From an optimization exercise on the open Yosys and OpenROAD flow, aimed at small area, a short achievable clock period and few clock cycles; shortcuts taken in it are not production practice. At most, simulation tests tie the RTL to the original design; equivalence was not proved. The RTL of runs 1 to 3 was laid out without a check of its function.

--- flow/design.v ---
package alu_seq_pkg;
    localparam int ALU_OP_W = 5;
    localparam logic [ALU_OP_W-1:0] ALU_ADD    = 5'd0;
    localparam logic [ALU_OP_W-1:0] ALU_SUB    = 5'd1;
    localparam logic [ALU_OP_W-1:0] ALU_AND    = 5'd2;
    localparam logic [ALU_OP_W-1:0] ALU_OR     = 5'd3;
    localparam logic [ALU_OP_W-1:0] ALU_XOR    = 5'd4;
    localparam logic [ALU_OP_W-1:0] ALU_SLT    = 5'd5;
    localparam logic [ALU_OP_W-1:0] ALU_SLTU   = 5'd6;
    localparam logic [ALU_OP_W-1:0] ALU_SLL    = 5'd7;
    localparam logic [ALU_OP_W-1:0] ALU_SRL    = 5'd8;
    localparam logic [ALU_OP_W-1:0] ALU_SRA    = 5'd9;
    localparam logic [ALU_OP_W-1:0] ALU_MUL    = 5'd16;
    localparam logic [ALU_OP_W-1:0] ALU_MULH   = 5'd17;
    localparam logic [ALU_OP_W-1:0] ALU_MULHSU = 5'd18;
    localparam logic [ALU_OP_W-1:0] ALU_MULHU  = 5'd19;
    localparam logic [ALU_OP_W-1:0] ALU_DIV    = 5'd20;
    localparam logic [ALU_OP_W-1:0] ALU_DIVU   = 5'd21;
    localparam logic [ALU_OP_W-1:0] ALU_REM    = 5'd22;
    localparam logic [ALU_OP_W-1:0] ALU_REMU   = 5'd23;
    localparam logic [2:0] PH_EXE  = 3'd0;   
    localparam logic [2:0] PH_MUL  = 3'd1;   
    localparam logic [2:0] PH_DABS = 3'd2;   
    localparam logic [2:0] PH_DALN = 3'd3;   
    localparam logic [2:0] PH_DIT  = 3'd4;   
    localparam logic [2:0] PH_DFIX = 3'd5;   
endpackage
module alu_lzc #(
    parameter int XLEN = 32,
    parameter int CW   = $clog2(XLEN) + 1
) (
    input  logic [XLEN-1:0] x,
    output logic [CW-1:0]   n
);
    localparam int LV = CW - 1;
    always_comb begin
        logic [XLEN-1:0] v;
        logic [LV-1:0]   c [XLEN];
        for (int i = 0; i < XLEN; i++) begin
            v[i] = x[i];
            c[i] = '0;
        end
        for (int l = 0; l < LV; l++) begin
            for (int i = 0; i < (XLEN >> (l + 1)); i++) begin
                c[i] = v[2*i+1] ? c[2*i+1] : (c[2*i] | LV'(1 << l));
                v[i] = v[2*i+1] | v[2*i];
            end
        end
        n = v[0] ? {1'b0, c[0]} : CW'(XLEN);
    end
endmodule
module alu_mac8 (
    input  logic [32:0] p,
    input  logic [32:0] a,
    input  logic [7:0]  b,
    input  logic        bprev,
    input  logic        ext,
    output logic [40:0] ss,
    output logic [40:0] sc
);
    logic [8:0]  bb;
    logic [40:0] r0, r1, r2, r3, rp, rx, nk;
    logic [3:0]  negs;
    assign bb = {b, bprev};
    function automatic logic [34:0] booth_row(input logic [2:0] g, input logic [32:0] x);
        logic        one, two, neg;
        logic [33:0] sel, t;
        one = g[1] ^ g[0];
        two = (g[2] & ~g[1] & ~g[0]) | (~g[2] & g[1] & g[0]);
        neg = g[2];
        sel = ({34{one}} & {x[32], x}) | ({34{two}} & {x, 1'b0});
        t   = sel ^ {34{neg}};
        booth_row = {neg, ~t[33], t[32:0]};
    endfunction
    logic [34:0] b0, b1, b2, b3;
    assign b0 = booth_row(bb[2:0], a);
    assign b1 = booth_row(bb[4:2], a);
    assign b2 = booth_row(bb[6:4], a);
    assign b3 = booth_row(bb[8:6], a);
    assign negs = {b3[34], b2[34], b1[34], b0[34]};
    assign r0 = 41'(b0[33:0]);
    assign r1 = 41'(b1[33:0]) << 2;
    assign r2 = 41'(b2[33:0]) << 4;
    assign r3 = 41'(b3[33:0]) << 6;
    assign rp = 41'({~p[32], p[31:0]});
    assign rx = ext ? (41'({~a[32], a[31:0]}) << 8) : (41'd1 << 40);
    localparam logic [40:0] K = -(41'd1 << 32) - (41'd1 << 33) - (41'd1 << 35)
                              - (41'd1 << 37) - (41'd1 << 39) - (41'd1 << 40);
    assign nk = K | {34'd0, negs[3], 1'b0, negs[2], 1'b0, negs[1], 1'b0, negs[0]};
    function automatic logic [81:0] csa(input logic [40:0] x, input logic [40:0] y,
                                        input logic [40:0] z);
        logic [40:0] sm, cy;
        sm  = x ^ y ^ z;
        cy  = (x & y) | (x & z) | (y & z);
        csa = {sm, cy[39:0], 1'b0};
    endfunction
    logic [81:0] t1, t2, t3, t4, t5;
    assign t1 = csa(r0, r1, r2);
    assign t2 = csa(r3, rp, rx);
    assign t3 = csa(t1[81:41], t1[40:0], t2[81:41]);
    assign t4 = csa(t3[81:41], t3[40:0], t2[40:0]);
    assign t5 = csa(t4[81:41], t4[40:0], nk);
    assign ss = t5[81:41];
    assign sc = t5[40:0];
endmodule
import alu_seq_pkg::*;
module alu_seq #(
    parameter int XLEN    = 32,
    parameter int SHAMT_W = $clog2(XLEN)
) (
    input  logic                clk,
    input  logic                rst_n,
    input  logic                flush,
    input  logic                in_valid,
    output logic                in_ready,
    input  logic [ALU_OP_W-1:0] op,
    input  logic                alu_src,
    input  logic [XLEN-1:0]     src1,
    input  logic [XLEN-1:0]     src2,
    input  logic [XLEN-1:0]     imm,
    output logic                out_valid,
    input  logic                out_ready,
    output logic [XLEN-1:0]     result,
    output logic                zero,
    output logic                busy
);
    localparam int CW = SHAMT_W + 1;
    logic                xv_q;       
    logic [2:0]          ph_q;
    logic [ALU_OP_W-1:0] xop_q;
    logic [XLEN-1:0]     xa_q, xb_q;
    logic [SHAMT_W-1:0]  cnt_q;
    logic                negq_q, negr_q;
    logic                bprev_q;    
    logic                p32_q;      
    logic                v0_q;
    logic [XLEN-1:0]     r0_q;       
    logic [XLEN-1:0] op2;
    logic            accept, wr, xadv, head_free, x_fin, x_wp;
    logic            in_mul, in_div, in_sgn, in_sa, in_sb;
    assign op2       = alu_src ? imm : src2;
    assign head_free = !v0_q || out_ready;
    assign in_ready  = !xv_q || (x_fin && head_free);
    assign accept    = in_valid && in_ready && !flush;
    assign wr        = xv_q && x_fin && head_free;
    assign xadv      = !(x_fin || x_wp) || head_free;
    assign in_mul = (op[4:2] == 3'b100);
    assign in_div = (op[4:2] == 3'b101);
    assign in_sgn = in_div && !op[0];
    assign in_sa  = in_sgn && src1[XLEN-1];
    assign in_sb  = in_sgn && op2[XLEN-1];
    logic            sub_mode, is_dabs, is_daln, is_dit, is_dfix, is_mul;
    logic [XLEN-1:0] add_a, add_b;
    logic [XLEN:0]   add_s;
    logic            slt, sltu;
    assign is_mul  = (ph_q == PH_MUL);
    assign is_dabs = (ph_q == PH_DABS);
    assign is_daln = (ph_q == PH_DALN);
    assign is_dit  = (ph_q == PH_DIT);
    assign is_dfix = (ph_q == PH_DFIX);
    assign sub_mode = xop_q[4] || (xop_q == ALU_SUB) ||
                      (xop_q == ALU_SLT) || (xop_q == ALU_SLTU);
    assign add_a    = is_dabs ? '0 : xa_q;
    assign add_b    = sub_mode ? ~xb_q : xb_q;
    logic [40:0]     m_ss, m_sc, cpa_a, cpa_b, cpa_s;
    logic [XLEN-1:0] rem1;
    assign cpa_a = is_mul ? m_ss : 41'({1'b0, is_dit ? rem1 : add_a});
    assign cpa_b = is_mul ? m_sc : 41'({1'b0, is_dit ? ~{1'b0, xb_q[XLEN-1:1]} : add_b});
    assign cpa_s = cpa_a + cpa_b + 41'(!is_mul && sub_mode);
    assign add_s = cpa_s[XLEN:0];
    assign sltu     = !add_s[XLEN];
    assign slt      = (xa_q[XLEN-1] ^ xb_q[XLEN-1]) ? xa_q[XLEN-1] : add_s[XLEN-1];
    logic [CW-1:0]      za, zb;
    logic [CW:0]        zdiff;
    logic               b_zero, q_zero;
    logic [SHAMT_W-1:0] sh_amt;
    logic [XLEN-1:0]    sh_in, sh_t, sh_r, sh_out;
    logic               sh_left, sh_fill;
    alu_lzc #(.XLEN(XLEN)) u_lza (.x(xa_q), .n(za));
    alu_lzc #(.XLEN(XLEN)) u_lzb (.x(xb_q), .n(zb));
    assign zdiff  = {1'b0, zb} - {1'b0, za};
    assign b_zero = zb[CW-1];
    assign q_zero = zdiff[CW];
    assign sh_in   = is_daln ? xb_q : xa_q;
    assign sh_amt  = is_daln ? zdiff[SHAMT_W-1:0] : xb_q[SHAMT_W-1:0];
    assign sh_left = is_daln || (xop_q == ALU_SLL);
    assign sh_fill = (xop_q == ALU_SRA) && xa_q[XLEN-1];
    always_comb begin
        for (int i = 0; i < XLEN; i++)
            sh_t[i] = sh_left ? sh_in[XLEN-1-i] : sh_in[i];
        sh_r = XLEN'($signed({sh_fill, sh_t}) >>> sh_amt);
        for (int i = 0; i < XLEN; i++)
            sh_out[i] = sh_left ? sh_r[XLEN-1-i] : sh_r[i];
    end
    logic [XLEN-1:0] base_res;
    always_comb begin
        case (xop_q)
            ALU_ADD, ALU_SUB:         base_res = add_s[XLEN-1:0];
            ALU_AND:                  base_res = xa_q & xb_q;
            ALU_OR:                   base_res = xa_q | xb_q;
            ALU_XOR:                  base_res = xa_q ^ xb_q;
            ALU_SLT:                  base_res = {{(XLEN-1){1'b0}}, slt};
            ALU_SLTU:                 base_res = {{(XLEN-1){1'b0}}, sltu};
            ALU_SLL, ALU_SRL, ALU_SRA: base_res = sh_out;
            default:                  base_res = '0;
        endcase
    end
    logic            m_sa, m_sb, m_first, m_last;
    logic [XLEN:0]   m_p;
    logic [40:0]     m_sum;
    logic [XLEN-1:0] m_lo, m_hi;
    assign m_sa    = xop_q[0] ^ xop_q[1];            
    assign m_sb    = xop_q[0] && !xop_q[1];          
    assign m_first = (cnt_q[1:0] == 2'd0);
    assign m_last  = (cnt_q[1:0] == 2'd3);
    assign m_p     = m_first ? '0 : {p32_q, r0_q};
    alu_mac8 u_mac (
        .p     (m_p),
        .a     ({m_sa && xa_q[XLEN-1], xa_q}),
        .b     (xb_q[7:0]),
        .bprev (bprev_q),
        .ext   (m_last && !m_sb && xb_q[7]),
        .ss    (m_ss),
        .sc    (m_sc)
    );
    assign m_sum = cpa_s;
    assign m_lo = {m_sum[7:0], xb_q[XLEN-1:8]};
    assign m_hi = m_sum[XLEN+7:8];
    logic [XLEN-1:0] neg_in, neg_out, div_res;
    logic [XLEN-1:0] rem2, d_q, d_r;
    logic [XLEN:0]   sub1;
    logic            ge1, ge2, d_two, d_last, d_fix;
    assign sub1   = {1'b0, xa_q} - {1'b0, xb_q};
    assign ge1    = !sub1[XLEN];
    assign rem1   = ge1 ? sub1[XLEN-1:0] : xa_q;
    assign ge2    = add_s[XLEN];
    assign rem2   = ge2 ? add_s[XLEN-1:0] : rem1;
    assign d_two  = (cnt_q != '0);
    assign d_last = (cnt_q[SHAMT_W-1:1] == '0);
    assign neg_in  = (is_dfix && !xop_q[1]) ? r0_q : xa_q;
    assign neg_out = -neg_in;
    assign div_res = xop_q[1] ? (negr_q ? neg_out : xa_q)
                              : (negq_q ? neg_out : r0_q);
    assign d_q   = !is_dit ? (b_zero ? '1 : '0)
                 : d_two   ? {r0_q[XLEN-3:0], ge1, ge2}
                 :           {r0_q[XLEN-2:0], ge1};
    assign d_r   = !is_dit ? xa_q : d_two ? rem2 : rem1;
    assign d_fix = xop_q[1] ? negr_q : negq_q;
    always_comb begin
        unique case (ph_q)
            PH_MUL:  x_fin = m_last;
            PH_DABS: x_fin = 1'b0;
            PH_DALN: x_fin = (b_zero || q_zero) && !(xop_q[1] && negr_q);
            PH_DIT:  x_fin = d_last && !d_fix;
            default: x_fin = 1'b1;
        endcase
    end
    assign x_wp = is_mul || (is_daln && !(b_zero || q_zero)) || is_dit;
    logic [XLEN-1:0] x_res, r0_d;
    assign x_res = is_mul  ? ((xop_q[1:0] == 2'd0) ? m_lo : m_hi)
                 : is_dfix ? div_res
                 : (is_daln || is_dit) ? (xop_q[1] ? d_r : d_q)
                 : base_res;
    assign r0_d  = x_fin ? x_res : is_mul ? m_hi : d_q;
    always_ff @(posedge clk or negedge rst_n) begin
        if (!rst_n) begin
            xv_q <= 1'b0;
            ph_q <= PH_EXE;
            v0_q <= 1'b0;
        end else if (flush) begin
            xv_q <= 1'b0;
            v0_q <= 1'b0;
        end else begin
            if (head_free) v0_q <= wr;
            if (accept) begin
                xv_q <= 1'b1;
                ph_q <= in_mul ? PH_MUL
                      : in_div ? ((in_sa || in_sb) ? PH_DABS : PH_DALN)
                      : PH_EXE;
            end else if (xv_q && xadv) begin
                unique case (ph_q)
                    PH_MUL: if (m_last) xv_q <= 1'b0;
                    PH_DABS: ph_q <= PH_DALN;
                    PH_DALN: begin
                        if (b_zero || q_zero) begin
                            if (x_fin) xv_q <= 1'b0;
                            ph_q <= PH_DFIX;
                        end else begin
                            ph_q <= PH_DIT;
                        end
                    end
                    PH_DIT: begin
                        if (d_last) begin
                            if (x_fin) xv_q <= 1'b0;
                            ph_q <= PH_DFIX;
                        end
                    end
                    default: xv_q <= 1'b0;
                endcase
            end
        end
    end
    always_ff @(posedge clk) begin
        if (accept) begin
            xop_q   <= op;
            xa_q    <= src1;
            xb_q    <= op2;
            cnt_q   <= '0;
            bprev_q <= 1'b0;
            negq_q  <= in_sa ^ in_sb;
            negr_q  <= in_sa;
        end else if (xv_q && xadv) begin
            unique case (ph_q)
                PH_MUL: begin
                    p32_q   <= m_sum[XLEN+8];
                    xb_q    <= m_lo;
                    bprev_q <= xb_q[7];
                    cnt_q   <= cnt_q + 1'b1;
                end
                PH_DABS: begin
                    if (xa_q[XLEN-1]) xa_q <= neg_out;
                    if (xb_q[XLEN-1]) xb_q <= add_s[XLEN-1:0];
                end
                PH_DALN: begin
                    if (!b_zero && !q_zero) begin
                        xb_q  <= sh_out;
                        cnt_q <= zdiff[SHAMT_W-1:0];
                    end
                end
                PH_DIT: begin
                    xa_q  <= d_r;
                    xb_q  <= xb_q >> 2;
                    cnt_q <= cnt_q - 2'd2;
                end
                default: ;
            endcase
        end
        if (xv_q && xadv && (x_fin || x_wp)) r0_q <= r0_d;
    end
    assign out_valid = v0_q;
    assign result    = r0_q;
    assign zero      = (r0_q == '0);
    assign busy      = xv_q;
endmodule
--- flow/run.sh ---
#!/bin/bash
# synth_recipe.tcl (not shown) runs the flow's synth.tcl, then flattens the netlist and writes it again
# the make line also repeats each setting of config.mk as NAME=value (left out here)
make -C /OpenROAD-flow-scripts/flow DESIGN_CONFIG=/design/flow/config.mk WORK_HOME=/design/flow/orfs CLKGATE_MAP_FILE= SYNTH_SCRIPT=/design/flow/synth_recipe.tcl finish
--- flow/config.mk ---
export PLATFORM = sky130hd
export DESIGN_NAME = alu_seq
export DESIGN_NICKNAME = alu_seq
export VERILOG_FILES = /design/flow/design.v
export SDC_FILE = /design/flow/constraint.sdc
export NUM_CORES = 4
export LEC_CHECK = 0
export ABC_AREA = 1
export CAP_MARGIN = 20
export CORE_MARGIN = 2
export CORE_UTILIZATION = 40
export PLACE_DENSITY = 0.6
export SETUP_SLACK_MARGIN = 5
export SLEW_MARGIN = 20
--- flow/constraint.sdc ---
create_clock -name core_clock -period 12.0 [get_ports {clk}]
set_input_delay 2.4000 -clock core_clock [delete_from_list [all_inputs] [get_ports {clk}]]
set_output_delay 2.4000 -clock core_clock [all_outputs]
set_load 0.01 [all_outputs]
==> flow_metrics.py, run 1 <==
metrics = {
    "final_layout": {
        "fillers": 8342,
        "area_growth_pct": 16.3,
        "utilization_pct": 46.9,
        "nets": 5690,
        "layout-drive-gt1-share_pct": 10.1,
    },
    "sta": {
        "finalMaxSlewViolations": 0,
        "finalSetupTns_ns": 0,
        "hold_viol_final": 0,
        "period_needed_ns": 7.05,
        "finalSetupViolations": 0,
        "slew_headroom_pct": 23.7,
        "rsz0062_at_grt": "false",
        "worst_pin_slew_ns": 1.14,
        "fmax_ghz": 0.142,
        "finClkSkew_ns": 0.0246,
        "period_share_pct": 58.8,
        "hold-worst-slack_ns": 0.551,
        "worst_slack_ns": 4.95,
    },
    "clock_network": {
        "cts_buffers": 17,
        "max-clock-path-buffers": 2,
        "ctsHtreeMaxLevel": 4,
        "clk_latency_ns": 0.52,
        "cts_tree": "built",
        "clk_pin_slew_ns": 0.09,
        "cts-root-buf": "clkbuf_16",
        "numClockSinks": 115,
        "cts_hold_buf": 0,
    },
    "logic_synthesis": {
        "synth_edf_count": 104,
        "yosysTopAreaCell": "nand2_1",
        "postSynth.asyncResetShare_pct": 4.35,
        "syn-num-nets": 5598,
        "yosys_most_used_dff": "edfxtp_1",
        "ys.warnings.count": 4,
        "ys_seq_area_share_pct": 11.0,
        "ys_top_cells_by_area": "nand2_1 17%, edfxtp_1 10%, nand3_1 9.5%, ha_1 8.7%, fa_1 8.4%",
        "netlist_top_cells_count": "1373 x nand2_1, 625 x inv_1, 580 x nand3_1",
        "synth.most_common_cell": "nand2_1",
        "synth_cell_types": 65,
        "yosys.area.top_type_share_pct": 16.8,
        "synth_area_sq_um": 30600,
        "syn_avg_cell_area_sq_um": 5.95,
        "synth.ff_latch_count": 115,
        "synthCells": 5151,
    },
    "critical_path": {
        "worst-r2r-setup-slack_ns": 4.95,
        "crit_type": "reg -> reg",
        "arrival_ns": 7.28,
        "crit_path_start_kind": "flip-flop",
        "cp_common_cell": "nand2_1",
        "crit_fanout": 9,
        "slowest_delay_ns": 0.73,
        "cp_data_required_time_ns": 12.23,
        "reg2reg_to": "xb_q[24]",
        "ff2ff_path_depth": 27,
        "cp-end-kind": "flip-flop",
        "r2r_start": "xa_q[9]",
        "cp_slowest_cell": "o21ai_1",
    },
    "placed_design": {
        "globalplace.congestion": 1.17,
        "port_buffers": 142,
        "dp_hpwl_mm": 164,
        "place_ws_ns": 3.63,
    },
    "global_route": {
        "gr-max-usage-layer": "met2",
        "track_usage_pct": 55.7,
        "antenna_found_initial": 36,
        "grt_pass1_wl_mm": 301,
        "grt_pass1_vias": 36600,
        "grt_overflow": 0,
        "grt_use_met1_pct": 69.4,
        "grt_util_met3_pct": 27.1,
        "grt_max_degree": 115,
        "grtUsageMet2_pct": 72.0,
    },
    "floorplanning": {
        "die_area_sq_um": 78900,
        "start_util_pct": 40.4,
        "ios": 143,
        "die_y_um": 281,
        "rows": 101,
        "coreArea_sq_um": 75900,
        "die_x_um": 281,
    },
    "hold_path": {
        "hold_end": "bprev_q",
        "min_from": "bprev_q",
        "min_path_type": "reg -> reg",
        "whs_path_depth": 2,
    },
    "outcome": {
        "status": "no timing/DRC/antenna violations",
    },
    "routing": {
        "drt_wl_total_mm": 227,
        "drt-pass1-iter-count": 11,
        "wl_per_cell_um": 36.0,
        "vias_per_cell": 6.63,
        "ant_nets": 0,
        "vias": 41800,
        "drt-initial-drc-count": 8150,
        "drc": 0,
    },
    "job": {
        "maxCapViolCount": 0,
    },
}
-- cell type report --
| class | count | area (sq um) | area share (%) |
|---|---|---|---|
| Multi-Input combinational cell | 4064 | 24000 | 67.3 |
| Timing Repair Buffer | 398 | 3820 | 10.7 |
| Sequential cell | 115 | 3370 | 9.45 |
| Inverter | 647 | 2610 | 7.31 |
| Tap cell | 1030 | 1290 | 3.62 |
| Clock buffer | 18 | 429 | 1.20 |
| Clock inverter | 13 | 114 | 0.319 |
| Antenna cell | 20 | 50.0 | 0.140 |
-- worst max-delay path: cells and delay by family (launching register included) --
kind | cells | cell delay (ns)
xor+xnor | 1 | 0.67
fa+ha+maj | 2 | 0.75
buf+inv | 5 | 1.05
simple gates | 10 | 1.35
compound gates | 9 | 2.62
flops | 1 | 0.32
-- layout by cell type (no fill, tap or decap), types with 48 or more instances in the layout --
cell                n
nand2_1          1355
inv_1             587
nand3_1           573
nor2_1            422
a21oi_1           278
o21ai_0           261
buf_4             211
ha_1              206
xor2_1            181
o22ai_1           159
clkdlybuf4s50_1   140
fa_1              127
edfxtp_1          104
a31oi_1            57
o21ai_1            48
-- cell families (layout without fill, tap and decap cells) --
| logic type | after synthesis | count (layout) | share of synthesized area, % |
|---|---|---|---|
| other | 0 | 20 | 0 |
| xor gates and xnor gates | 199 | 199 | 5.69 |
| muxes | 11 | 11 | 0.404 |
| AOI/OAI and AO/OA | 996 | 996 | 18.7 |
| and+or+nand+nor | 2517 | 2518 | 34.4 |
| buffers and inverters | 973 | 1076 | 12.7 |
| DFF | 115 | 115 | 11.0 |
| adders and majority gates | 340 | 340 | 17.0 |
-- worst max path at each step --
stage	from	end
finish	xa_q[9]	xb_q[24]
global route	xb_q[3]	r0_q[12]
floorplan	xop_q[1]	r0_q[8]
global placement	xb_q[1]	r0_q[27]
detailed placement	xb_q[1]	r0_q[17]
CTS	xb_q[7]	xb_q[16]
-- stage by stage --
step                instance area, sq um  instances
detailed placement                 33100       6139
floorplan                          30600       5151
CTS                                34600       6226
global route                       35600       6287
finish                             35600       6305
global placement                   33100       6139
-- registers in the layout, indices dropped and copies added, names as in the netlist --
| name | cells |
|---|---|
| xa_q | 32 |
| cnt_q | 5 |
| v0_q | 1 |
| bprev_q | 1 |
| negr_q | 1 |
| xv_q | 1 |
| negq_q | 1 |
| p32_q | 1 |
| r0_q | 32 |
| ph_q | 3 |
| xb_q | 32 |
| xop_q | 5 |
-- layer usage --
| metal | vias up | share of wire [%] |
|---|---|---|
| met4 | 36 | 9.8 |
| met3 | 999 | 16 |
| met2 | 4024 | 37 |
| met5 | - | 0.25 |
| met1 | 19600 | 37 |
| li1 | 17200 | - |
-- what timing repair did --
action / in CTS / in global routing
endpoints found under the hold margin: 0 / 0
buffers inserted: 54 / 54
setup endpoints to repair: 93 / 88
pin swaps: 9 / 22
resized for setup: 120 / 126
gates cloned: 2 / 5
==> inputs of run 2 (changes only) <==
--- a/flow/design.v
+++ b/flow/design.v
@@ -141,5 +141,5 @@
     assign op2       = alu_src ? imm : src2;
     assign head_free = !v0_q || out_ready;
-    assign in_ready  = !xv_q || (x_fin && head_free);
+    assign in_ready  = !xv_q || (x_fin && !is_daln && head_free);
     assign accept    = in_valid && in_ready && !flush;
     assign wr        = xv_q && x_fin && head_free;
==> run 2 against run 1 <==
  * Still clean on timing, DRC and antenna
  * Final cell count up 0.16%
  * Sequential share of layout area down 0.089 points
  * Sequential cell count unchanged
  * Final area up 0.95%
  * Global-route usage up 0.15 points
  * Wire length up 0.82%
  * Register-to-register slack worse by 0.16 ns
  * Critical path depth unchanged
  * Critical endpoint is now xb_q[16]
==> flow_metrics.py, run 2 <==
metrics = {
    "outcome": {
        "status": "no timing/DRC/antenna violations",
    },
    "clock_network": {
        "cts-root-buf": "clkbuf_16",
        "numClockSinks": 115,
        "cts_tree": "built",
        "clk_latency_ns": 0.49,
        "cts_hold_buf": 0,
        "cts_buffers": 17,
        "clk_pin_slew_ns": 0.07,
        "max-clock-path-buffers": 2,
        "ctsHtreeMaxLevel": 4,
    },
    "logic_synthesis": {
        "netlist_top_cells_count": "1353 x nand2_1, 617 x inv_1, 584 x nand3_1",
        "postSynth.asyncResetShare_pct": 4.35,
        "yosys_most_used_dff": "edfxtp_1",
        "synth.most_common_cell": "nand2_1",
        "yosysTopAreaCell": "nand2_1",
        "syn-num-nets": 5604,
        "ys_seq_area_share_pct": 11.0,
        "syn_avg_cell_area_sq_um": 5.95,
        "ys.warnings.count": 4,
        "synth_cell_types": 64,
        "ys_top_cells_by_area": "nand2_1 17%, edfxtp_1 10%, nand3_1 9.5%, ha_1 8.6%, fa_1 8.3%",
        "synth.ff_latch_count": 115,
        "yosys.area.top_type_share_pct": 16.5,
        "synthCells": 5157,
        "synth_edf_count": 104,
        "synth_area_sq_um": 30700,
    },
    "critical_path": {
        "arrival_ns": 7.41,
        "slowest_delay_ns": 0.72,
        "path_buf_inv": 7,
        "crit_type": "reg -> reg",
        "cp-end-kind": "flip-flop",
        "crit_path_start_kind": "flip-flop",
        "crit_fanout": 8,
        "cp_data_required_time_ns": 12.20,
        "cp_top_family": "adder cells",
        "cp_slowest_cell": "xnor2_2",
    },
    "routing": {
        "vias": 42300,
        "drt_wl_total_mm": 229,
        "drc": 0,
        "drt-initial-drc-count": 7695,
        "vias_per_cell": 6.70,
        "wl_per_cell_um": 36.2,
        "ant_nets": 0,
        "drt-pass1-iter-count": 9,
    },
    "global_route": {
        "grt_max_degree": 121,
        "antenna_found_initial": 24,
        "track_usage_pct": 55.8,
        "grt_pass1_wl_mm": 305,
        "grt_overflow": 0,
        "grt_pass1_vias": 38300,
    },
    "placed_design": {
        "place_ws_ns": 3.62,
        "globalplace.congestion": 1.16,
        "place_area_sq_um": 33400,
        "dp.cells": 6162,
        "port_buffers": 142,
        "dp_hpwl_mm": 166,
    },
    "floorplanning": {
        "rows": 101,
        "ios": 143,
        "coreArea_sq_um": 75900,
        "die_area_sq_um": 79000,
        "die_y_um": 281,
        "die_x_um": 281,
        "start_util_pct": 40.4,
    },
    "final_layout": {
        "fillers": 8269,
        "mostFrequentLayoutCell": "nand2_1",
        "area_growth_pct": 17.2,
        "nets": 5695,
        "final_area_sq_um": 36000,
        "final_cell_mix": "1321 x nand2_1, 592 x inv_1, 567 x nand3_1, 437 x nor2_1, 303 x o21ai_0",
        "final_cell_count_no_fill": 6315,
        "utilization_pct": 47.4,
        "multi_input_area_sq_um": 24300,
        "layout-drive-gt1-share_pct": 9.90,
        "seqCellArea_sq_um": 3370,
        "largestRegisters": "r0_q: 32 flops, xa_q: 32 flops, xb_q: 32 flops",
    },
    "sta": {
        "slew_headroom_pct": 9.15,
        "worst_pin_slew_ns": 1.36,
        "rsz0062_at_grt": "true",
        "finalSetupTns_ns": 0,
        "period_needed_ns": 7.21,
        "worst_slack_ns": 4.79,
        "fmax_ghz": 0.139,
        "finalMaxSlewViolations": 0,
        "hold_viol_final": 0,
        "finalSetupViolations": 0,
        "period_share_pct": 60.1,
        "hold-worst-slack_ns": 0.589,
        "finClkSkew_ns": 0.0187,
    },
    "job": {
        "maxCapViolCount": 0,
    },
    "hold_path": {
        "min_path_type": "reg -> reg",
    },
}
[run 2: cell types whose count changed in the layout (fill, tap and decap cells not counted), sizes merged, moves of 11 or more]
cell,delta
o21ai,+30
a21oi,-29
nand2,-21
a31oi,+20
clkinvlp,-17
a211oi,+13
o221ai,-11
[run 2: cell families after synthesis]
kind of cell             count (synthesis)  share of synthesized area [%]
AND/OR/NAND/NOR                       2505                           34.2
multiplexers                             1                         0.0367
XOR/XNOR                               202                           5.76
adder cells (fa/ha/maj)                340                           17.0
buffers and inverters                  966                           12.5
flip-flops                             115                           11.0
AO/OA/AOI/OAI                         1028                           19.6
[run 2: timing repair]
action | CTS | global route
pin swaps | 6 | 24
resized for setup | 94 | 127
endpoints found under the setup margin | 89 | 83
setup buffers | 26 | 57
cloned | 4 | 10
[run 2: final timing paths]
kind,end,from,slack [ns],cells past startpoint
max,xb_q[16],xb_q[5],4.79,27
min,bprev_q,bprev_q,0.59,2
max reg2reg,xb_q[16],xb_q[5],4.79,27
min reg2reg,bprev_q,bprev_q,0.59,2
max in group asynchronous,ph_q[1],rst_n,9.62,1
min in group asynchronous,xv_q,rst_n,2.15,1
[run 2: area by class of cell]
class | instances | area share, %
inverters | 639 | 6.94
clock inverters | 12 | 0.257
multi-input cells | 4079 | 67.5
diodes | 24 | 0.167
repair buffers | 396 | 10.8
clock buffers | 20 | 1.33
well taps | 1030 | 3.58
flip-flops and latches | 115 | 9.36
[run 2: worst min-delay path: cells and delay by family (launching register included)]
kind             cells  cell delay [ns]
flip-flops           1             0.39
AND/OR/NAND/NOR      1             0.10
AO/OA/AOI/OAI        1             0.05
[run 2: metal layers]
metal | GRT usage (%) | vias up | part of all wire, % | wire length (um)
li1 | - | 17300 | - | -
met1 | 63.2 | 19600 | 34 | 77500
met2 | 76.1 | 4117 | 38 | 87000
met3 | 27.1 | 1341 | 16 | 37000
met4 | 51.6 | 26 | 12 | 26900
met5 | 1.00 | - | 0.15 | 348
==> inputs of run 3 (changes only) <==
--- a/flow/design.v
+++ b/flow/design.v
@@ -50,17 +50,14 @@
     end
 endmodule
-module alu_mac8 (
+module alu_mac12 (
     input  logic [32:0] p,
     input  logic [32:0] a,
-    input  logic [7:0]  b,
+    input  logic [11:0] b,
     input  logic        bprev,
-    input  logic        ext,
-    output logic [40:0] ss,
-    output logic [40:0] sc
+    output logic [44:0] ss,
+    output logic [44:0] sc
 );
-    logic [8:0]  bb;
-    logic [40:0] r0, r1, r2, r3, rp, rx, nk;
-    logic [3:0]  negs;
-    assign bb = {b, bprev};
+    localparam int W = 45;
+    localparam int R = 6;    
     function automatic logic [34:0] booth_row(input logic [2:0] g, input logic [32:0] x);
         logic        one, two, neg;
@@ -73,34 +70,40 @@
         booth_row = {neg, ~t[33], t[32:0]};
     endfunction
-    logic [34:0] b0, b1, b2, b3;
-    assign b0 = booth_row(bb[2:0], a);
-    assign b1 = booth_row(bb[4:2], a);
-    assign b2 = booth_row(bb[6:4], a);
-    assign b3 = booth_row(bb[8:6], a);
-    assign negs = {b3[34], b2[34], b1[34], b0[34]};
-    assign r0 = 41'(b0[33:0]);
-    assign r1 = 41'(b1[33:0]) << 2;
-    assign r2 = 41'(b2[33:0]) << 4;
-    assign r3 = 41'(b3[33:0]) << 6;
-    assign rp = 41'({~p[32], p[31:0]});
-    assign rx = ext ? (41'({~a[32], a[31:0]}) << 8) : (41'd1 << 40);
-    localparam logic [40:0] K = -(41'd1 << 32) - (41'd1 << 33) - (41'd1 << 35)
-                              - (41'd1 << 37) - (41'd1 << 39) - (41'd1 << 40);
-    assign nk = K | {34'd0, negs[3], 1'b0, negs[2], 1'b0, negs[1], 1'b0, negs[0]};
-    function automatic logic [81:0] csa(input logic [40:0] x, input logic [40:0] y,
-                                        input logic [40:0] z);
-        logic [40:0] sm, cy;
+    function automatic logic [W-1:0] konst();
+        logic [W-1:0] k;
+        k = -(W'(1) << 32);
+        for (int j = 0; j < R; j++) k = k - (W'(1) << (33 + 2 * j));
+        konst = k;
+    endfunction
+    logic [12:0]  bb;
+    logic [W-1:0] r [R];
+    logic [W-1:0] rp, nk;
+    assign bb = {b, bprev};
+    always_comb begin
+        logic [34:0] t;
+        nk = konst();
+        for (int j = 0; j < R; j++) begin
+            t     = booth_row(bb[2*j +: 3], a);
+            r[j]  = W'(t[33:0]) << (2 * j);
+            nk[2 * j] = t[34];
+        end
+    end
+    assign rp = W'({~p[32], p[31:0]});
+    function automatic logic [2*W-1:0] csa(input logic [W-1:0] x, input logic [W-1:0] y,
+                                           input logic [W-1:0] z);
+        logic [W-1:0] sm, cy;
         sm  = x ^ y ^ z;
         cy  = (x & y) | (x & z) | (y & z);
-        csa = {sm, cy[39:0], 1'b0};
+        csa = {sm, cy[W-2:0], 1'b0};
     endfunction
-    logic [81:0] t1, t2, t3, t4, t5;
-    assign t1 = csa(r0, r1, r2);
-    assign t2 = csa(r3, rp, rx);
-    assign t3 = csa(t1[81:41], t1[40:0], t2[81:41]);
-    assign t4 = csa(t3[81:41], t3[40:0], t2[40:0]);
-    assign t5 = csa(t4[81:41], t4[40:0], nk);
-    assign ss = t5[81:41];
-    assign sc = t5[40:0];
+    logic [2*W-1:0] t1, t2, t3, t4, t5, t6;
+    assign t1 = csa(r[0], r[1], r[2]);
+    assign t2 = csa(r[3], r[4], r[5]);
+    assign t3 = csa(t1[2*W-1:W], t1[W-1:0], t2[2*W-1:W]);
+    assign t4 = csa(t2[W-1:0], rp, nk);
+    assign t5 = csa(t3[2*W-1:W], t3[W-1:0], t4[2*W-1:W]);
+    assign t6 = csa(t5[2*W-1:W], t5[W-1:0], t4[W-1:0]);
+    assign ss = t6[2*W-1:W];
+    assign sc = t6[W-1:0];
 endmodule
 import alu_seq_pkg::*;
@@ -163,9 +166,9 @@
     assign add_a    = is_dabs ? '0 : xa_q;
     assign add_b    = sub_mode ? ~xb_q : xb_q;
-    logic [40:0]     m_ss, m_sc, cpa_a, cpa_b, cpa_s;
+    logic [44:0]     m_ss, m_sc, cpa_a, cpa_b, cpa_s;
     logic [XLEN-1:0] rem1;
-    assign cpa_a = is_mul ? m_ss : 41'({1'b0, is_dit ? rem1 : add_a});
-    assign cpa_b = is_mul ? m_sc : 41'({1'b0, is_dit ? ~{1'b0, xb_q[XLEN-1:1]} : add_b});
-    assign cpa_s = cpa_a + cpa_b + 41'(!is_mul && sub_mode);
+    assign cpa_a = is_mul ? m_ss : 45'({1'b0, is_dit ? rem1 : add_a});
+    assign cpa_b = is_mul ? m_sc : 45'({1'b0, is_dit ? ~{1'b0, xb_q[XLEN-1:1]} : add_b});
+    assign cpa_s = cpa_a + cpa_b + 45'(!is_mul && sub_mode);
     assign add_s = cpa_s[XLEN:0];
     assign sltu     = !add_s[XLEN];
@@ -208,23 +211,25 @@
     logic            m_sa, m_sb, m_first, m_last;
     logic [XLEN:0]   m_p;
-    logic [40:0]     m_sum;
-    logic [XLEN-1:0] m_lo, m_hi;
+    logic [44:0]     m_sum;
+    logic [XLEN-1:0] m_lo, m_hi, m_acc;
+    logic [11:0]     m_b;
     assign m_sa    = xop_q[0] ^ xop_q[1];            
     assign m_sb    = xop_q[0] && !xop_q[1];          
-    assign m_first = (cnt_q[1:0] == 2'd0);
-    assign m_last  = (cnt_q[1:0] == 2'd3);
+    assign m_first = !(cnt_q[1] || cnt_q[0]);
+    assign m_last  = cnt_q[1];
+    assign m_b     = m_last ? {{4{m_sb && xb_q[7]}}, xb_q[7:0]} : xb_q[11:0];
     assign m_p     = m_first ? '0 : {p32_q, r0_q};
-    alu_mac8 u_mac (
+    alu_mac12 u_mac (
         .p     (m_p),
         .a     ({m_sa && xa_q[XLEN-1], xa_q}),
-        .b     (xb_q[7:0]),
+        .b     (m_b),
         .bprev (bprev_q),
-        .ext   (m_last && !m_sb && xb_q[7]),
         .ss    (m_ss),
         .sc    (m_sc)
     );
     assign m_sum = cpa_s;
-    assign m_lo = {m_sum[7:0], xb_q[XLEN-1:8]};
-    assign m_hi = m_sum[XLEN+7:8];
+    assign m_lo  = {m_sum[7:0], xb_q[XLEN-1:8]};
+    assign m_hi  = m_sum[XLEN+7:8];
+    assign m_acc = m_sum[XLEN+11:12];
     logic [XLEN-1:0] neg_in, neg_out, div_res;
     logic [XLEN-1:0] rem2, d_q, d_r;
@@ -257,10 +262,10 @@
     end
     assign x_wp = is_mul || (is_daln && !(b_zero || q_zero)) || is_dit;
-    logic [XLEN-1:0] x_res, r0_d;
-    assign x_res = is_mul  ? ((xop_q[1:0] == 2'd0) ? m_lo : m_hi)
-                 : is_dfix ? div_res
+    logic [XLEN-1:0] x_res, m_res, r0_d;
+    assign x_res = is_dfix ? div_res
                  : (is_daln || is_dit) ? (xop_q[1] ? d_r : d_q)
                  : base_res;
-    assign r0_d  = x_fin ? x_res : is_mul ? m_hi : d_q;
+    assign m_res = !m_last ? m_acc : (xop_q[1:0] == 2'd0) ? m_lo : m_hi;
+    assign r0_d  = is_mul ? m_res : x_fin ? x_res : d_q;
     always_ff @(posedge clk or negedge rst_n) begin
         if (!rst_n) begin
@@ -313,7 +318,7 @@
             unique case (ph_q)
                 PH_MUL: begin
-                    p32_q   <= m_sum[XLEN+8];
-                    xb_q    <= m_lo;
-                    bprev_q <= xb_q[7];
+                    p32_q   <= m_sum[XLEN+12];
+                    xb_q    <= {m_sum[11:0], xb_q[XLEN-1:12]};
+                    bprev_q <= xb_q[11];
                     cnt_q   <= cnt_q + 1'b1;
                 end
==> run 3 against run 2 <==
  * Now fails the layout checks on max-capacitance violations, max-slew violations
  * Die area increased by 4.2%
  * Sequential share of layout area down 0.77 points
  * Wire length up 1.4%
  * Critical path depth up 3
  * Hold slack worse by 0.040 ns
  * Critical endpoint is now r0_q[4]
  * Final area increased by 8.9%
  * Final cell count increased by 2.8%
  * Non-clock buffer count rose by 102
  * First-iteration DRC count rose by 2.6%
==> flow_metrics.py, run 3 <==
metrics = {
    "clock_network": {
        "cts_buffers": 17,
        "cts_hold_buf": 0,
        "cts-root-buf": "clkbuf_16",
        "cts_tree": "built",
        "clk_pin_slew_ns": 0.07,
        "numClockSinks": 115,
        "ctsHtreeMaxLevel": 4,
        "clk_latency_ns": 0.53,
        "max-clock-path-buffers": 2,
    },
    "final_layout": {
        "layout-drive-gt1-share_pct": 14.6,
        "mostFrequentLayoutCell": "nand2_1",
        "final_cell_mix": "1104 x nand2_1, 573 x inv_1, 515 x nand3_1, 428 x nor2_1, 293 x buf_4",
        "utilization_pct": 49.5,
        "nets": 5882,
        "largestRegisters": "r0_q: 32 flops, xa_q: 32 flops, xb_q: 32 flops",
        "area_growth_pct": 22.5,
    },
    "critical_path": {
        "r2r_start": "xa_q[31]",
        "setup.worst_path.start": "xa_q[31]",
        "slowest_delay_ns": 1.01,
        "arrival_ns": 7.95,
        "cp-end-kind": "flip-flop",
        "crit_path_start_kind": "flip-flop",
        "cp_common_cell": "nand2_1",
        "cp_top_family": "simple AND/OR/NAND/NOR gates",
        "path_buf_inv": 6,
        "cp_data_required_time_ns": 12.36,
        "crit_fanout": 16,
        "cp_slowest_cell": "xor2_1",
        "crit_type": "reg -> reg",
    },
    "logic_synthesis": {
        "synth_edf_count": 104,
        "ys_top_cells_by_area": "nand2_1 14%, fa_1 10%, edfxtp_1 9.8%, nand3_1 8.5%, ha_1 8.3%",
        "yosys_most_used_dff": "edfxtp_1",
        "postSynth.asyncResetShare_pct": 4.35,
        "synth_compound_area_share_pct": 21.1,
        "syn-num-nets": 5689,
        "yosysTopAreaCell": "nand2_1",
        "synth.most_common_cell": "nand2_1",
        "synth_xor_area_share_pct": 7.31,
        "ys_seq_area_share_pct": 10.5,
        "synth_cell_types": 68,
        "syn_avg_cell_area_sq_um": 6.15,
        "synthCells": 5204,
        "synth_area_sq_um": 32000,
        "netlist_top_cells_count": "1178 x nand2_1, 597 x inv_1, 546 x nand3_1",
        "synth.ff_latch_count": 115,
        "ys.warnings.count": 5,
        "yosys.area.top_type_share_pct": 13.8,
        "synth.mux.area_fraction_pct": 0.203,
        "synth-adder-area-share_pct": 18.7,
        "synth_top_family_by_area": "simple AND/OR/NAND/NOR gates",
        "yosys.area_share.simple_pct": 30.4,
    },
    "hold_path": {
        "min_from": "cnt_q[0]",
        "min_path_type": "reg -> reg",
    },
    "floorplanning": {
        "start_util_pct": 40.4,
        "coreArea_sq_um": 79100,
        "die_y_um": 287,
        "die_x_um": 287,
        "ios": 143,
        "rows": 103,
        "die_area_sq_um": 82300,
    },
    "global_route": {
        "grt_overflow": 0,
        "grt_pass1_vias": 38400,
        "track_usage_pct": 54.5,
        "grtUsageMet2_pct": 70.2,
        "grt_use_met1_pct": 69.3,
        "grt_max_degree": 127,
        "gr-max-usage-layer": "met2",
        "grt_pass1_wl_mm": 311,
        "grt_util_met3_pct": 28.1,
        "antenna_found_initial": 31,
    },
    "sta": {
        "finalSetupTns_ns": 0,
        "slew_headroom_pct": -0.541,
        "fmax_ghz": 0.132,
        "rsz0062_at_grt": "true",
        "finalMaxSlewViolations": 1,
        "worst_pin_slew_ns": 1.49,
        "finClkSkew_ns": 0.0416,
        "hold_viol_final": 0,
        "period_share_pct": 63.2,
        "finalSetupViolations": 0,
        "period_needed_ns": 7.59,
    },
    "routing": {
        "drt-pass1-iter-count": 9,
        "ant_nets": 0,
        "wl_per_cell_um": 35.8,
        "vias": 43200,
        "vias_per_cell": 6.65,
        "drc": 0,
        "drt-initial-drc-count": 7894,
        "drt_wl_total_mm": 232,
    },
    "placed_design": {
        "globalplace.congestion": 1.16,
        "dp_hpwl_mm": 170,
        "port_buffers": 142,
    },
    "outcome": {
        "status": "finished with violations",
        "so.violations": "max-capacitance violations, max-slew violations",
    },
    "job": {
        "maxCapViolCount": 1,
    },
}
-- run 3: cell types whose count changed in the layout (fill, tap and decap cells not counted), moves of 23 or more --
cell and change:
nand2_1 -217, buf_4 +83, o22ai_1 +57, nand3_1 -52, xor2_1 +51, a31oi_1 -38
nand2_2 +37, o21ai_1 +36, fa_1 +35, o211ai_1 +34, clkinv_1 +30, buf_6 +23
-- run 3: cell type report --
| cell class | instances | area [sq um] |
|---|---|---|
| fillers | 8380 | 39900 |
| multi-input cells | 4115 | 26600 |
| repair buffers | 498 | 4650 |
| flip-flops and latches | 115 | 3370 |
| inverters | 649 | 2540 |
| well taps | 1050 | 1310 |
| clock buffers | 20 | 457 |
| clock inverters | 12 | 154 |
| diodes | 29 | 72.6 |
| repair inverters | 1 | 7.51 |
-- run 3: kinds of logic (layout without fill, tap and decap cells) --
group           count (synthesis)  after routing
simple gates                 2314           2316
compound gates               1148           1148
buf+inv                       976           1180
fa+ha+maj                     378            378
xor+xnor                      267            267
flops                         115            115
mux                             6              6
other cells                     0             29
-- run 3: final timing paths --
path	to	slack [ns]	depth (start not counted)
hold reg to reg	cnt_q[0]	0.55	2
max in group asynchronous	xv_q	9.59	1
setup / recovery	r0_q[4]	4.41	30
hold / removal	cnt_q[0]	0.55	2
setup reg to reg	r0_q[4]	4.41	30
min in group asynchronous	ph_q[2]	2.16	1
-- run 3: worst register-to-register path: cells and delay by family, from the launching register on --
kind | cells | cell delay (ns)
simple gates | 18 | 2.45
buf+inv | 6 | 1.91
fa+ha+maj | 3 | 1.47
xor+xnor | 1 | 1.01
flops | 1 | 0.33
compound gates | 2 | 0.29
-- run 3: timing repair --
| action | 4_1_cts | 5_1_grt |
|---|---|---|
| gates cloned | 8 | 6 |
| setup endpoints to repair | 186 | 113 |
| buffers inserted | 103 | 61 |
| pin swaps | 80 | 137 |
| gates resized for setup | 236 | 282 |
-- run 3: per-layer routing --
metal / up-vias / share of wire, %
li1: 17800 / -
met4: 12 / 8.9
met3: 948 / 18
met2: 4029 / 36
met1: 20400 / 37
met5: - / 0.13
-- run 3: stage by stage --
stage | instance area, sq um | hold slack [ns] | setup slack, ns | cells
floorplan | 32000 | 0.453 | 5.03 | 5204
global placement | 34900 | 0.530 | 2.62 | 6249
detailed placement | 34900 | 0.542 | 2.53 | 6250
CTS | 37300 | 0.551 | 4.83 | 6393
global route | 39100 | 0.587 | 4.41 | 6468
finish | 39200 | 0.548 | 4.41 | 6489
==> inputs of run 4 (changes only) <==
--- a/flow/design.v
+++ b/flow/design.v
@@ -50,9 +50,27 @@
     end
 endmodule
+module alu_booth12 (
+    input  logic [11:0] b,
+    input  logic        bprev,
+    output logic [5:0]  one,
+    output logic [5:0]  two,
+    output logic [5:0]  neg
+);
+    logic [12:0] bb;
+    assign bb = {b, bprev};
+    always_comb begin
+        for (int j = 0; j < 6; j++) begin
+            one[j] = bb[2*j+1] ^ bb[2*j];
+            two[j] = (bb[2*j+2] & ~bb[2*j+1] & ~bb[2*j]) | (~bb[2*j+2] & bb[2*j+1] & bb[2*j]);
+            neg[j] = bb[2*j+2];
+        end
+    end
+endmodule
 module alu_mac12 (
     input  logic [32:0] p,
     input  logic [32:0] a,
-    input  logic [11:0] b,
-    input  logic        bprev,
+    input  logic [5:0]  one,
+    input  logic [5:0]  two,
+    input  logic [5:0]  neg,
     output logic [44:0] ss,
     output logic [44:0] sc
@@ -60,14 +78,4 @@
     localparam int W = 45;
     localparam int R = 6;    
-    function automatic logic [34:0] booth_row(input logic [2:0] g, input logic [32:0] x);
-        logic        one, two, neg;
-        logic [33:0] sel, t;
-        one = g[1] ^ g[0];
-        two = (g[2] & ~g[1] & ~g[0]) | (~g[2] & g[1] & g[0]);
-        neg = g[2];
-        sel = ({34{one}} & {x[32], x}) | ({34{two}} & {x, 1'b0});
-        t   = sel ^ {34{neg}};
-        booth_row = {neg, ~t[33], t[32:0]};
-    endfunction
     function automatic logic [W-1:0] konst();
         logic [W-1:0] k;
@@ -76,15 +84,14 @@
         konst = k;
     endfunction
-    logic [12:0]  bb;
     logic [W-1:0] r [R];
     logic [W-1:0] rp, nk;
-    assign bb = {b, bprev};
     always_comb begin
-        logic [34:0] t;
+        logic [33:0] sel, t;
         nk = konst();
         for (int j = 0; j < R; j++) begin
-            t     = booth_row(bb[2*j +: 3], a);
-            r[j]  = W'(t[33:0]) << (2 * j);
-            nk[2 * j] = t[34];
+            sel   = ({34{one[j]}} & {a[32], a}) | ({34{two[j]}} & {a, 1'b0});
+            t     = sel ^ {34{neg[j]}};
+            r[j]  = W'({~t[33], t[32:0]}) << (2 * j);
+            nk[2 * j] = neg[j];
         end
     end
@@ -135,5 +142,5 @@
     logic [SHAMT_W-1:0]  cnt_q;
     logic                negq_q, negr_q;
-    logic                bprev_q;    
+    logic [5:0]          bone_q, btwo_q, bneg_q;   
     logic                p32_q;      
     logic                v0_q;
@@ -144,5 +151,5 @@
     assign op2       = alu_src ? imm : src2;
     assign head_free = !v0_q || out_ready;
-    assign in_ready  = !xv_q || (x_fin && !is_daln && head_free);
+    assign in_ready  = !xv_q || (x_fin && head_free);
     assign accept    = in_valid && in_ready && !flush;
     assign wr        = xv_q && x_fin && head_free;
@@ -213,16 +220,29 @@
     logic [44:0]     m_sum;
     logic [XLEN-1:0] m_lo, m_hi, m_acc;
-    logic [11:0]     m_b;
+    logic [11:0]     nb_field;
+    logic            nb_prev;
+    logic [5:0]      nb_one, nb_two, nb_neg;
     assign m_sa    = xop_q[0] ^ xop_q[1];            
     assign m_sb    = xop_q[0] && !xop_q[1];          
     assign m_first = !(cnt_q[1] || cnt_q[0]);
     assign m_last  = cnt_q[1];
-    assign m_b     = m_last ? {{4{m_sb && xb_q[7]}}, xb_q[7:0]} : xb_q[11:0];
+    assign nb_field = accept ? op2[11:0]
+                    : cnt_q[0] ? {{4{m_sb && xb_q[19]}}, xb_q[19:12]}
+                    : xb_q[23:12];
+    assign nb_prev  = !accept && xb_q[11];
+    alu_booth12 u_booth (
+        .b     (nb_field),
+        .bprev (nb_prev),
+        .one   (nb_one),
+        .two   (nb_two),
+        .neg   (nb_neg)
+    );
     assign m_p     = m_first ? '0 : {p32_q, r0_q};
     alu_mac12 u_mac (
         .p     (m_p),
         .a     ({m_sa && xa_q[XLEN-1], xa_q}),
-        .b     (m_b),
-        .bprev (bprev_q),
+        .one   (bone_q),
+        .two   (btwo_q),
+        .neg   (bneg_q),
         .ss    (m_ss),
         .sc    (m_sc)
@@ -312,5 +332,7 @@
             xb_q    <= op2;
             cnt_q   <= '0;
-            bprev_q <= 1'b0;
+            bone_q  <= nb_one;
+            btwo_q  <= nb_two;
+            bneg_q  <= nb_neg;
             negq_q  <= in_sa ^ in_sb;
             negr_q  <= in_sa;
@@ -320,5 +342,7 @@
                     p32_q   <= m_sum[XLEN+12];
                     xb_q    <= {m_sum[11:0], xb_q[XLEN-1:12]};
-                    bprev_q <= xb_q[11];
+                    bone_q  <= nb_one;
+                    btwo_q  <= nb_two;
+                    bneg_q  <= nb_neg;
                     cnt_q   <= cnt_q + 1'b1;
                 end
--- a/flow/config.mk
+++ b/flow/config.mk
@@ -9,6 +9,6 @@
 export CAP_MARGIN = 20
 export CORE_MARGIN = 2
-export CORE_UTILIZATION = 40
-export PLACE_DENSITY = 0.6
+export CORE_UTILIZATION = 65
+export PLACE_DENSITY = 0.7
 export SETUP_SLACK_MARGIN = 5
 export SLEW_MARGIN = 20
==> run 4 against run 3 <==
  * The flow now stops in global routing (5_1_grt)
  * Synthesized cell count up 1.6%
  * Synthesized area up 3.0%
==> flow_metrics.py, run 4 <==
metrics = {
    "clock_network": {
        "cts_hold_buf": 0,
        "numClockSinks": 132,
        "max-clock-path-buffers": 2,
        "ctsHtreeMaxLevel": 4,
        "cts_buffers": 17,
        "cts-root-buf": "clkbuf_16",
    },
    "logic_synthesis": {
        "syn_avg_cell_area_sq_um": 6.23,
        "synthCells": 5288,
        "ys_top_cells_by_area": "nand2_1 13%, edfxtp_1 11%, fa_1 10%, nand3_1 8.8%, ha_1 8.1%",
        "synth_area_sq_um": 32900,
        "postSynth.asyncResetShare_pct": 3.79,
        "yosys.area.top_type_share_pct": 13.3,
        "synth.most_common_cell": "nand2_1",
        "yosys_most_used_dff": "edfxtp_1",
        "synth_cell_types": 70,
        "syn-num-nets": 5773,
        "synth_edf_count": 122,
        "yosysTopAreaCell": "nand2_1",
        "synth.ff_latch_count": 132,
        "ys_seq_area_share_pct": 11.8,
        "netlist_top_cells_count": "1167 x nand2_1, 657 x inv_1, 578 x nand3_1",
        "ys.warnings.count": 6,
    },
    "floorplanning": {
        "die_x_um": 229,
        "start_util_pct": 65.8,
        "ios": 143,
        "die_y_um": 229,
        "rows": 82,
    },
    "global_route": {
        "grt_pass1_wl_mm": 323,
        "grt_overflow": 308,
        "grt_max_degree": 82,
        "grt_pass1_vias": 44700,
        "track_usage_pct": 82.7,
    },
    "outcome": {
        "status": "stopped before the end",
        "stop_stage": "global routing (5_1_grt)",
        "error_line": "[ERROR GRT-0116] Global routing finished with congestion. Check the congestion regions in the DRC Viewer.",
    },
    "placed_design": {
        "dp_hpwl_mm": 143,
        "globalplace.congestion": 1.37,
        "port_buffers": 142,
    },
}
run 4: changes by cell type after synthesis, sizes merged, moves of 9 or more:
| cell | previous run | this run |
|---|---|---|
| buf | 86 | 134 |
| clkinv | 42 | 31 |
| clkbuf | 241 | 192 |
| o21a | 19 | 29 |
| o211ai | 72 | 59 |
| nand3 | 550 | 580 |
| a211oi | 18 | 9 |
| inv | 607 | 668 |
| a21oi | 268 | 234 |
| o21ai | 392 | 427 |
| edfxtp | 104 | 122 |
| xor2 | 253 | 267 |
run 4: what timing repair did:
action	in CTS
gates resized for setup	79
pin swaps	4
endpoints found under the setup margin	135
gates cloned	1
buffers inserted	41
run 4: routing by layer:
| layer | GRT overflow | track usage (%) |
|---|---|---|
| met5 | 4 | 45.0 |
| met4 | 101 | 76.9 |
| met3 | 23 | 71.0 |
| met2 | 156 | 94.4 |
| met1 | 24 | 85.7 |
run 4: cells by family after synthesis:
kind of cell | count (synthesis) | synth area share, %
AND/OR/NAND/NOR | 2338 | 30.1
AO/OA/AOI/OAI | 1131 | 20.1
buffers and inverters | 1025 | 12.2
adder cells (fa/ha/maj) | 378 | 18.1
XOR/XNOR | 278 | 7.41
flip-flops | 132 | 11.8
multiplexers | 6 | 0.201
run 4: worst max path at each step:
| stage | slack [ns] | end | cells past startpoint |
|---|---|---|---|
| floorplan | 5.73 | r0_q[29] | 33 |
| global placement | 3.83 | r0_q[15] | 42 |
| detailed placement | 3.57 | r0_q[15] | 42 |
| CTS | 5.00 | in_ready | 21 |
run 4: metrics by stage:
step / hold slack (ns) / worst slack (ns) / instance area [sq um] / utilization (%) / std cells
after floorplan: 0.530 / 5.73 / 32900 / - / 5288
after global placement: 0.606 / 3.83 / 34600 / 69.1 / 5874
after detailed placement: 0.628 / 3.57 / 34600 / 69.2 / 5874
after CTS: 0.637 / 5.00 / 35800 / 71.4 / 5948
Testbench counts of run 4, summed over its fixed seeds: cycles 8,485.
==> inputs of run 5 (changes only) <==
--- a/flow/config.mk
+++ b/flow/config.mk
@@ -9,6 +9,6 @@
 export CAP_MARGIN = 20
 export CORE_MARGIN = 2
-export CORE_UTILIZATION = 65
-export PLACE_DENSITY = 0.7
+export CORE_UTILIZATION = 40
+export PLACE_DENSITY = 0.6
 export SETUP_SLACK_MARGIN = 5
 export SLEW_MARGIN = 20
==> run 5 against run 4 <==
  * Synthesized cell count is the same
  * The run now finishes clean
  * Synthesized area stayed put
==> flow_metrics.py, run 5 <==
metrics = {
    "outcome": {
        "status": "no timing/DRC/antenna violations",
    },
    "sta": {
        "hold_viol_final": 0,
        "hold-worst-slack_ns": 0.619,
        "finalSetupTns_ns": 0,
        "period_share_pct": 58.7,
        "worst_slack_ns": 4.96,
        "finClkSkew_ns": 0.0479,
        "fmax_ghz": 0.142,
        "rsz0062_at_grt": "true",
        "slew_headroom_pct": 14.1,
        "finalMaxSlewViolations": 0,
        "worst_pin_slew_ns": 1.28,
        "finalSetupViolations": 0,
        "period_needed_ns": 7.04,
    },
    "global_route": {
        "track_usage_pct": 55.2,
        "grt_max_degree": 132,
        "antenna_found_initial": 24,
        "grt_pass1_vias": 39500,
        "grt_overflow": 0,
        "grt_pass1_wl_mm": 324,
    },
    "placed_design": {
        "port_buffers": 142,
        "dp_hpwl_mm": 176,
        "globalplace.congestion": 1.14,
        "place_ws_ns": 3.15,
    },
    "floorplanning": {
        "rows": 105,
        "die_area_sq_um": 84700,
        "ios": 143,
        "start_util_pct": 40.3,
        "die_y_um": 291,
        "die_x_um": 291,
        "coreArea_sq_um": 81800,
    },
    "logic_synthesis": {
        "postSynth.asyncResetShare_pct": 3.79,
        "syn_avg_cell_area_sq_um": 6.23,
        "synth.ff_latch_count": 132,
        "ys_top_cells_by_area": "nand2_1 13%, edfxtp_1 11%, fa_1 10%, nand3_1 8.8%, ha_1 8.1%",
        "synthCells": 5288,
        "yosysTopAreaCell": "nand2_1",
        "netlist_top_cells_count": "1167 x nand2_1, 657 x inv_1, 578 x nand3_1",
        "synth_edf_count": 122,
        "synth_area_sq_um": 32900,
        "yosys.area.top_type_share_pct": 13.3,
        "ys_seq_area_share_pct": 11.8,
        "ys.warnings.count": 6,
        "syn-num-nets": 5773,
        "synth_cell_types": 70,
        "yosys_most_used_dff": "edfxtp_1",
        "synth.most_common_cell": "nand2_1",
    },
    "clock_network": {
        "cts-root-buf": "clkbuf_16",
        "clk_latency_ns": 0.56,
        "cts_buffers": 17,
        "ctsHtreeMaxLevel": 4,
        "max-clock-path-buffers": 2,
        "cts_hold_buf": 0,
        "clk_pin_slew_ns": 0.07,
        "cts_tree": "built",
        "numClockSinks": 132,
    },
    "critical_path": {
        "arrival_ns": 7.33,
        "crit_fanout": 28,
        "slowest_delay_ns": 0.60,
        "cp_data_required_time_ns": 12.29,
        "cp_slowest_cell": "edfxtp_1",
        "crit_path_start_kind": "flip-flop",
        "cp_common_cell": "nand2_1",
        "crit_type": "reg -> reg",
        "cp-end-kind": "flip-flop",
        "r2r_start": "xb_q[1]",
        "setup.worst_path.start": "xb_q[1]",
    },
    "final_layout": {
        "fillers": 8778,
        "nets": 5895,
        "utilization_pct": 46.8,
        "final_cell_mix": "1150 x nand2_1, 623 x inv_1, 561 x nand3_1, 444 x nor2_1, 360 x o21ai_0",
        "largestRegisters": "r0_q: 32 flops, xa_q: 32 flops, xb_q: 32 flops",
        "layout-drive-gt1-share_pct": 10.4,
        "mostFrequentLayoutCell": "nand2_1",
        "area_growth_pct": 16.4,
    },
    "routing": {
        "drt_wl_total_mm": 241,
        "wl_per_cell_um": 37.0,
        "drt-pass1-iter-count": 9,
        "ant_nets": 0,
        "vias": 43300,
        "drc": 0,
        "drt-initial-drc-count": 7107,
        "vias_per_cell": 6.65,
    },
    "hold_path": {
        "min_from": "xv_q",
        "min_path_type": "reg -> reg",
    },
    "job": {
        "maxCapViolCount": 0,
    },
}
## run 5: cell counts after synthesis
Identical to the previous run, type by type.
## run 5: critical path: cells and delay by family (launching register included)
kind            cells  cell delay [ns]
simple gates       24             2.64
buf+inv             5             1.50
compound gates      6             1.14
fa+ha+maj           2             0.90
flops               1             0.60
## run 5: cell families (layout without fill, tap and decap cells)
logic type	after synthesis	in the layout	synth area share (%)
other	0	24	0
adder cells (fa/ha/maj)	378	378	18.1
XOR/XNOR	278	278	7.41
AND/OR/NAND/NOR	2338	2338	30.1
multiplexers	6	6	0.201
AO/OA/AOI/OAI	1131	1131	20.1
flip-flops	132	132	11.8
buffers and inverters	1025	1160	12.2
## run 5: path summary, 6_finish.rpt
check	to	slack (ns)	cells after the start
worst min-delay path	v0_q	0.62	2
worst max register to register	r0_q[0]	4.96	37
max in group asynchronous	v0_q	9.71	1
worst min register to register	v0_q	0.62	2
worst max-delay path	r0_q[0]	4.96	37
min in group asynchronous	ph_q[0]	2.10	1
## run 5: through the flow
step	instances	cell area (sq um)
after floorplan	5288	32900
after global placement	6306	35400
after detailed placement	6306	35400
after CTS	6413	37000
after global routing	6493	38300
final	6517	38300
## run 5: timing repair
action,4_1_cts,5_1_grt
pin swaps,4,18
setup endpoints to repair,137,81
hold endpoints to repair,0,0
resized for setup,121,149
cloned,1,3
setup buffers,74,77
## run 5: cell type report
class                   count  area [sq um]  area share, %
multi-input cells        4131         25700           67.0
repair buffers            429          3990           10.4
flip-flops and latches    132          3890           10.1
inverters                 699          2820           7.36
clock inverters            13           110          0.287
diodes                     24          60.1          0.157
well taps                1070          1340           3.49
clock buffers              19           454           1.18
## run 5: per-layer routing
| metal | wire [um] | part of all wire, % | global-route usage (%) |
|---|---|---|---|
| met1 | 82700 | 34 | 63.9 |
| met2 | 94500 | 39 | 77.0 |
| met3 | 35700 | 15 | 22.9 |
| met4 | 28000 | 12 | 50.0 |
| met5 | 263 | 0.11 | 1.87 |

==> re-timing with driven ports <==
In the flow no input, the clock included, has a driving cell. The finished layouts below were timed again as built, in two steps.
Step 1 assumes that a clkbuf_16 drives the clock port and a buf_2 every other input.
Step 2, shift: input delay + t, output delay - t, t = (earliest + latest rising clock arrival at the registers) / 2. This alone moves slack from input paths to output paths.
Slacks: ideal / step 1 / step 2; pairs: ideal / step 1.
run | t, ns | setup slack, ns | hold slack, ns | latest minus earliest clock arrival (ns) | worst data-port slew with drivers (ns)
run 1 | 0.584 | 4.948 / 4.948 / 4.948 | 0.551 / 0.551 / 0.551 | 0.025 / 0.024 | 0.11
run 2 | 0.548 | 4.792 / 4.792 / 4.792 | 0.589 / 0.589 / 0.589 | 0.019 / 0.019 | 0.10
run 3 | 0.581 | 4.414 / 4.414 / 4.414 | 0.548 / 0.548 / 0.548 | 0.042 / 0.041 | 0.09
run 5 | 0.615 | 4.956 / 4.942 / 4.956 | 0.619 / 0.619 / 0.619 | 0.048 / 0.048 | 0.13
